From an optimization exercise on the open Yosys and OpenROAD flow, aimed at small area; shortcuts taken in it are not production practice.
Function was checked by simulation only, so behaviour that the tests miss may differ from the original.
Power is estimated from default activity; no workload was simulated.

## register_file_ab
module register_file_ab #(
    parameter int DATA_W   = 32,
    parameter int NUM_REGS = 32
) (
    input  logic              Clk,
    input  logic              Reset,
    input  logic [4:0]        Register_A_Sel,
    input  logic [4:0]        Register_B_Sel,
    input  logic [4:0]        Write_Sel,
    input  logic [DATA_W-1:0] Write_Data,
    input  logic              RF_Load,
    input  logic              RF_Double,
    output logic [DATA_W-1:0] Port_A,
    output logic [DATA_W-1:0] Port_B,
    output logic              RF_Busy,
    output logic              RF_Misaligned
);
For scale: about 3800 cells after synthesis, roughly 40000 sq um of cells after synthesis.
export LEC_CHECK = 0
export CAP_MARGIN = 20
export CORE_MARGIN = 2
export CORE_UTILIZATION = 55
export SLEW_MARGIN = 20
export SYNTH_HIERARCHICAL = 1
create_clock -name core_clock -period 7.0 [get_ports {Clk}]
standard.sh (not shown) runs the stock make flow with config.mk's settings and CLKGATE_MAP_FILE= SYNTH_SCRIPT=/design/flow/synth_recipe.tcl, a recipe that flattens the netlist after the stock synthesis.
==> flow/flow/run.sh <==
#!/bin/bash
# Standard ORFS layout with a leaner clock tree (mid-size clock buffers,
# larger sink clusters, no dummy balancing loads) and minimum-size port
# buffers, gate sizing not tied to the cell footprint, and timing-driven
# placement that does not keep its trial buffers. Everything else is the standard flow (standard.sh).
set -euo pipefail
CTS="-sink_clustering_enable -repair_clock_nets -dont_use_dummy_load"
CTS="$CTS -buf_list sky130_fd_sc_hd__clkbuf_8 -sink_clustering_size 14 -sink_clustering_max_diameter 70"
bash standard.sh finish \
  "CTS_ARGS=$CTS" \
  "BUFFER_PORTS_ARGS=-buffer_cell sky130_fd_sc_hd__buf_1" \
  MATCH_CELL_FOOTPRINT=0 GPL_KEEP_OVERFLOW=0 \
  > standard.log 2>&1
The baseline completed without violations.
Edit:
CORE_UTILIZATION = 60   (was 55)
=> The changed run passed the timing, design-rule and antenna checks. Global-route usage increases by 0.49 points. Register-to-register slack improves by 330 ps. Sequential power stays flat.
Edit:
--- a/flow/flow/run.sh
+++ b/flow/flow/run.sh
@@ -6,5 +6,5 @@
 set -euo pipefail
 CTS="-sink_clustering_enable -repair_clock_nets -dont_use_dummy_load"
-CTS="$CTS -buf_list sky130_fd_sc_hd__clkbuf_8 -sink_clustering_size 14 -sink_clustering_max_diameter 70"
+CTS="$CTS -buf_list sky130_fd_sc_hd__clkbuf_8 -sink_clustering_size 16 -sink_clustering_max_diameter 80"
 bash standard.sh finish \
   "CTS_ARGS=$CTS" \
CORE_UTILIZATION = 55   (was 60)
=> Via count hardly moves; worst setup slack gets worse by 74 ps; first-iteration DRC count fell by about 11%; die area rose by 8.9%; global-route usage fell by 0.55 points; count of clock-buffer cells in the layout fell by 9; sequential power stays flat.

* * *

## the reference run
register_file_ab, a different RTL version from the one above (not shown whole).
For scale: about 1,000 flip-flops, ~120 I/O pins, roughly 0.039 mm² of cells after synthesis.
==> flow/design.v (excerpt) <==
module register_file_ab #(
    parameter int DATA_W   = 32,
    parameter int NUM_REGS = 32
) (
    input  logic              Clk,
    input  logic              Reset,
    input  logic [4:0]        Register_A_Sel,
    input  logic [4:0]        Register_B_Sel,
    input  logic [4:0]        Write_Sel,
    input  logic [DATA_W-1:0] Write_Data,
    input  logic              RF_Load,
    input  logic              RF_Double,
    output logic [DATA_W-1:0] Port_A,
    output logic [DATA_W-1:0] Port_B,
    output logic              RF_Busy,
    output logic              RF_Misaligned
);
Settings: LEC_CHECK=0, CAP_MARGIN=20, CORE_MARGIN=2, CORE_UTILIZATION=40, SLEW_MARGIN=20, SYNTH_HIERARCHICAL=1; clock period 7.0 ns.
==> flow/flow/run.sh <==
#!/bin/bash
# Standard ORFS layout with a leaner clock tree (mid-size clock buffers,
# larger sink clusters, no dummy balancing loads) and minimum-size port
# buffers. Everything else is the standard flow (standard.sh).
set -euo pipefail
CTS="-sink_clustering_enable -repair_clock_nets -dont_use_dummy_load"
CTS="$CTS -buf_list sky130_fd_sc_hd__clkbuf_8 -sink_clustering_size 18 -sink_clustering_max_diameter 50"
bash standard.sh finish \
  "CTS_ARGS=$CTS" \
  "BUFFER_PORTS_ARGS=-buffer_cell sky130_fd_sc_hd__buf_1" \
  > standard.log 2>&1
The reference run went all the way through synthesis, placement and routing and the layout is clean on timing, DRC and antenna.
For the trial run, these inputs were changed with respect to the reference run:
==> flow/run.sh (new file) <==
#!/bin/bash
# synth_recipe.tcl (not shown) runs the flow's synth.tcl, then flattens the netlist and writes it again
# the make line also repeats each setting of config.mk as NAME=value (left out here)
make -C /OpenROAD-flow-scripts/flow DESIGN_CONFIG=/design/flow/config.mk WORK_HOME=/design/flow/orfs CLKGATE_MAP_FILE= SYNTH_SCRIPT=/design/flow/synth_recipe.tcl finish
removed: flow/flow/run.sh
removed: flow/standard.sh
Findings:
Finished, but not clean: the trial run, with setup timing. In the reports for the reference run and the trial run, the smaller sequential share of layout area belongs to the trial run. Cmp the reference run and the trial run / share of the clock period used by the worst path after layout / lower: the reference run. Between the trial run and the reference run, the sequential cell power does not differ in any meaningful way. The trial run gives more first-pass GRT wire length than the reference run did. Buffering overhead (the trial run over the reference run): increase, 2.3 points. Comparing the trial run against the reference run, there is no change at all in remaining global-route overflow. Comparing the two runs side by side, the trial run comes out behind the reference run on total wire length. The trial run leaves less setup margin than the reference run.

separate check: timing with driven ports:
How much do the figures lean on ideal ports? The routed layouts below were timed once more, with nothing changed but the port constraints. Step 1 (the two cells are an assumption about what drives the block):
set clk [get_ports {Clk}]
set_driving_cell -lib_cell sky130_fd_sc_hd__clkbuf_16 $clk
set_driving_cell -lib_cell sky130_fd_sc_hd__buf_2 [delete_from_list [all_inputs] $clk]
Step 2 times the ports against the registers' clock, not the clock port: input delays grow and output delays shrink by t, the midpoint of the rising clock arrivals with the driver on. a / b / c = ideal ports / drivers / drivers and shift; a / b = the first two.
| run | t, ns | slack for setup (ns) | hold WS [ns] |
|---|---|---|---|
| the first run of note 1 | 0.789 | 0.356 / 0.324 / 0.324 | 0.500 / 0.500 / 0.500 |
| the second run of note 1 | 0.792 | 0.373 / 0.350 / 0.350 | 0.503 / 0.503 / 0.503 |
| the third run of note 1 | 0.756 | 0.299 / 0.271 / 0.271 | 0.505 / 0.505 / 0.505 |
| the reference run | 0.831 | 0.201 / 0.174 / 0.174 | 0.497 / 0.497 / 0.497 |
| the trial run | 0.752 | -0.003 / -0.033 / -0.033 | 0.493 / 0.493 / 0.493 |
The setup slack of the first run of note 1, which loses most, moves by -0.032 ns with the drivers and by -0.032 ns with both steps.
